From an optimization exercise on the open Yosys and OpenROAD flow, aimed at small area, a short achievable clock period and few clock cycles per item; shortcuts taken in it are not production practice.
Only simulation tests tie the RTL to the original design; equivalence was not proved.

// constrained_multi_queue_dispatcher_top
module constrained_multi_queue_dispatcher_top (
   input  logic        clock,
   input  logic        reset,
   input  logic        req_tvalid,
   output logic        req_tready,
   input  logic [23:0] req_tdata,
   input  logic [2:0]  req_tuser,
   output logic        rsp_tvalid,
   input  logic        rsp_tready,
   output logic [23:0] rsp_tdata,
   output logic [2:0]  rsp_tuser,
   input  logic        csr_valid,
   output logic        csr_ready,
   input  logic [2:0]  csr_index,
   input  logic [19:0] csr_data
);
For scale: roughly 5900 cells after synthesis, roughly 85 I/O pins.
export LEC_CHECK = 0
export CAP_MARGIN = 20
export CORE_MARGIN = 2
export CORE_UTILIZATION = 75
export CTS_CLUSTER_DIAMETER = 70
export CTS_CLUSTER_SIZE = 25
export SETUP_SLACK_MARGIN = 3.6
export SLEW_MARGIN = 20
create_clock -name core_clock -period 6.0 [get_ports {clock}]
run.sh (not shown) runs the stock make flow with config.mk's settings and CLKGATE_MAP_FILE= SYNTH_SCRIPT=/design/flow/synth_recipe.tcl, a recipe that flattens the netlist after the stock synthesis.
The starting point completed with no timing, DRC or antenna violations.
Testbench counts at the start, summed over its fixed seeds: cycles 22,225, items 20,000.
Rerun with:
--- a/flow/design.v
+++ b/flow/design.v
@@ -8,22 +8,21 @@
    output logic        rsp_tvalid,
    input  logic        rsp_tready,
    output logic [23:0] rsp_tdata,
    output logic [2:0]  rsp_tuser,
    input  logic        csr_valid,
    output logic        csr_ready,
    input  logic [2:0]  csr_index,
    input  logic [19:0] csr_data
 );
    localparam int NQ   = 4;
-   localparam int FQ   = 4;           
-   localparam int OWED = FQ + 1;      
+   localparam int OWED = 5;           
    localparam int RW   = 21;          
    logic [NQ-1:0]       en;          
    logic [NQ-1:0][19:0] set_ff;
    always_ff @(posedge clock) begin
       if (reset) begin
          en <= 4'b0001;
          for (int q = 0; q < NQ; q++) set_ff[q] <= 20'd19424;
       end else if (csr_valid) begin
          if (csr_index == 3'd0)
             for (int q = 0; q < NQ; q++) en[q] <= (csr_data[2:0] > 3'(q));
@@ -272,52 +271,50 @@
       end else begin
          res_v <= r_v;
       end
       t_st   <= r_st;
       t_q    <= r_q;
       t_qtag <= qtag;
    end
    assign res = {t_st, t_q, t_qtag[0] | t_qtag[1] | t_qtag[2] | t_qtag[3]};
    logic          out_v;
    logic [RW-1:0] out_d;
-   logic [RW-1:0] fq_ff [FQ];
-   logic [1:0]    fq_wr, fq_rd;
+   logic [RW-1:0] fq_ff [OWED];
+   logic [2:0]    fq_wr, fq_rd, fq_wr_p1, fq_rd_p1;
    logic [2:0]    fq_cnt;
-   logic          load, fq_ne, fq_push, fq_pop;
-   assign pop     = out_v & rsp_tready;
-   assign load    = ~out_v | rsp_tready;
-   assign fq_ne   = (fq_cnt != 3'd0);
-   assign fq_pop  = load & fq_ne;
-   assign fq_push = res_v & ~(load & ~fq_ne);
-   logic [1:0] fq_wr_p1, fq_rd_p1;
-   logic [2:0] cnt_ld, cnt_hold;
-   assign fq_wr_p1 = (fq_wr == 2'(FQ - 1)) ? 2'd0 : fq_wr + 2'd1;
-   assign fq_rd_p1 = (fq_rd == 2'(FQ - 1)) ? 2'd0 : fq_rd + 2'd1;
-   assign cnt_ld   = fq_ne ? (res_v ? fq_cnt : fq_cnt - 3'd1) : 3'd0;
-   assign cnt_hold = res_v ? fq_cnt + 3'd1 : fq_cnt;
+   logic [RW-1:0] x0, x1;
+   logic          v0, v1;
+   assign pop      = out_v & rsp_tready;
+   assign fq_wr_p1 = (fq_wr == 3'(OWED - 1)) ? 3'd0 : fq_wr + 3'd1;
+   assign fq_rd_p1 = (fq_rd == 3'(OWED - 1)) ? 3'd0 : fq_rd + 3'd1;
+   assign x0 = (fq_cnt == 3'd0) ? res : fq_ff[fq_rd];
+   assign x1 = (fq_cnt == 3'd1) ? res : fq_ff[fq_rd_p1];
+   assign v0 = (fq_cnt != 3'd0) | res_v;
+   assign v1 = (fq_cnt > 3'd1) | res_v;
    always_ff @(posedge clock) begin
       if (reset) begin
          out_v  <= 1'b0;
          fq_wr  <= '0;
          fq_rd  <= '0;
          fq_cnt <= '0;
       end else begin
-         if (load) out_v <= fq_ne | res_v;
-         if (fq_push) fq_wr <= fq_wr_p1;
-         if (fq_pop)  fq_rd <= fq_rd_p1;
-         fq_cnt <= load ? cnt_ld : cnt_hold;
+         out_v <= pop ? v1 : v0;
+         if (res_v) fq_wr <= fq_wr_p1;
+         if (pop)   fq_rd <= fq_rd_p1;
+         fq_cnt <= pop ? (res_v ? fq_cnt : fq_cnt - 3'd1)
+                       : (res_v ? fq_cnt + 3'd1 : fq_cnt);
       end
-      if (load) out_d <= fq_ne ? fq_ff[fq_rd] : res;
+      out_d <= pop ? x1 : x0;
    end
    always_ff @(posedge clock) begin
-      for (int i = 0; i < FQ; i++)
-         if (res_v && fq_wr == 2'(i)) fq_ff[i] <= res;
+      for (int i = 0; i < OWED; i++)
+         if (res_v && fq_wr == 3'(i)) fq_ff[i] <= res;
    end
    assign rsp_tvalid = out_v;
    assign rsp_tuser  = out_d[20:18];
    assign rsp_tdata  = {6'd0, out_d[15:0], out_d[17:16]};
    logic [2:0] owed_p1, owed_m1, owed_nx;
    logic       t_p1, t_0, t_m1;
    assign owed_p1 = owed_ff + 3'd1;
    assign owed_m1 = owed_ff - 3'd1;
    assign t_p1    = (owed_p1 < 3'(OWED));
    assign t_0     = (owed_ff < 3'(OWED));
The new run ran to the end with no violations. Fmax goes up by 10%. Clock skew goes up by 13 ps. Critical path depth is unchanged. Design area goes up by 2.0%. Via count goes up by 3.7%.
Testbench counts after the change, summed over its fixed seeds: cycles 22,225, items 20,000.

## port drivers added, routing unchanged
The flow's constraints put no driver on any port. The routed layouts listed below were extracted and timed again, unchanged, in two steps. Step 1: set_driving_cell puts a clkbuf_16 on clock and a buf_2 on each other input, an assumption about the parent block. Step 2 also shifts input and output timing later by t, the mid clock arrival at the registers, as if the neighbouring blocks saw the same clock. Three values: ideal, step 1, step 2; two values: the first two.
| run | t, ns | setup WS [ns] | clock arrival spread, ns | cell pins on the clock port's net |
|---|---|---|---|---|
| the first run | 0.849 | 3.307 / 3.223 / 2.959 | 0.051 / 0.051 | 1 |
| the second run | 0.847 | 3.555 / 3.477 / 2.788 | 0.057 / 0.057 | 1 |
After both steps every run listed still meets setup and hold. For the second run, which loses most, drivers alone change the setup slack by -0.078 ns; drivers and shift together by -0.767 ns.
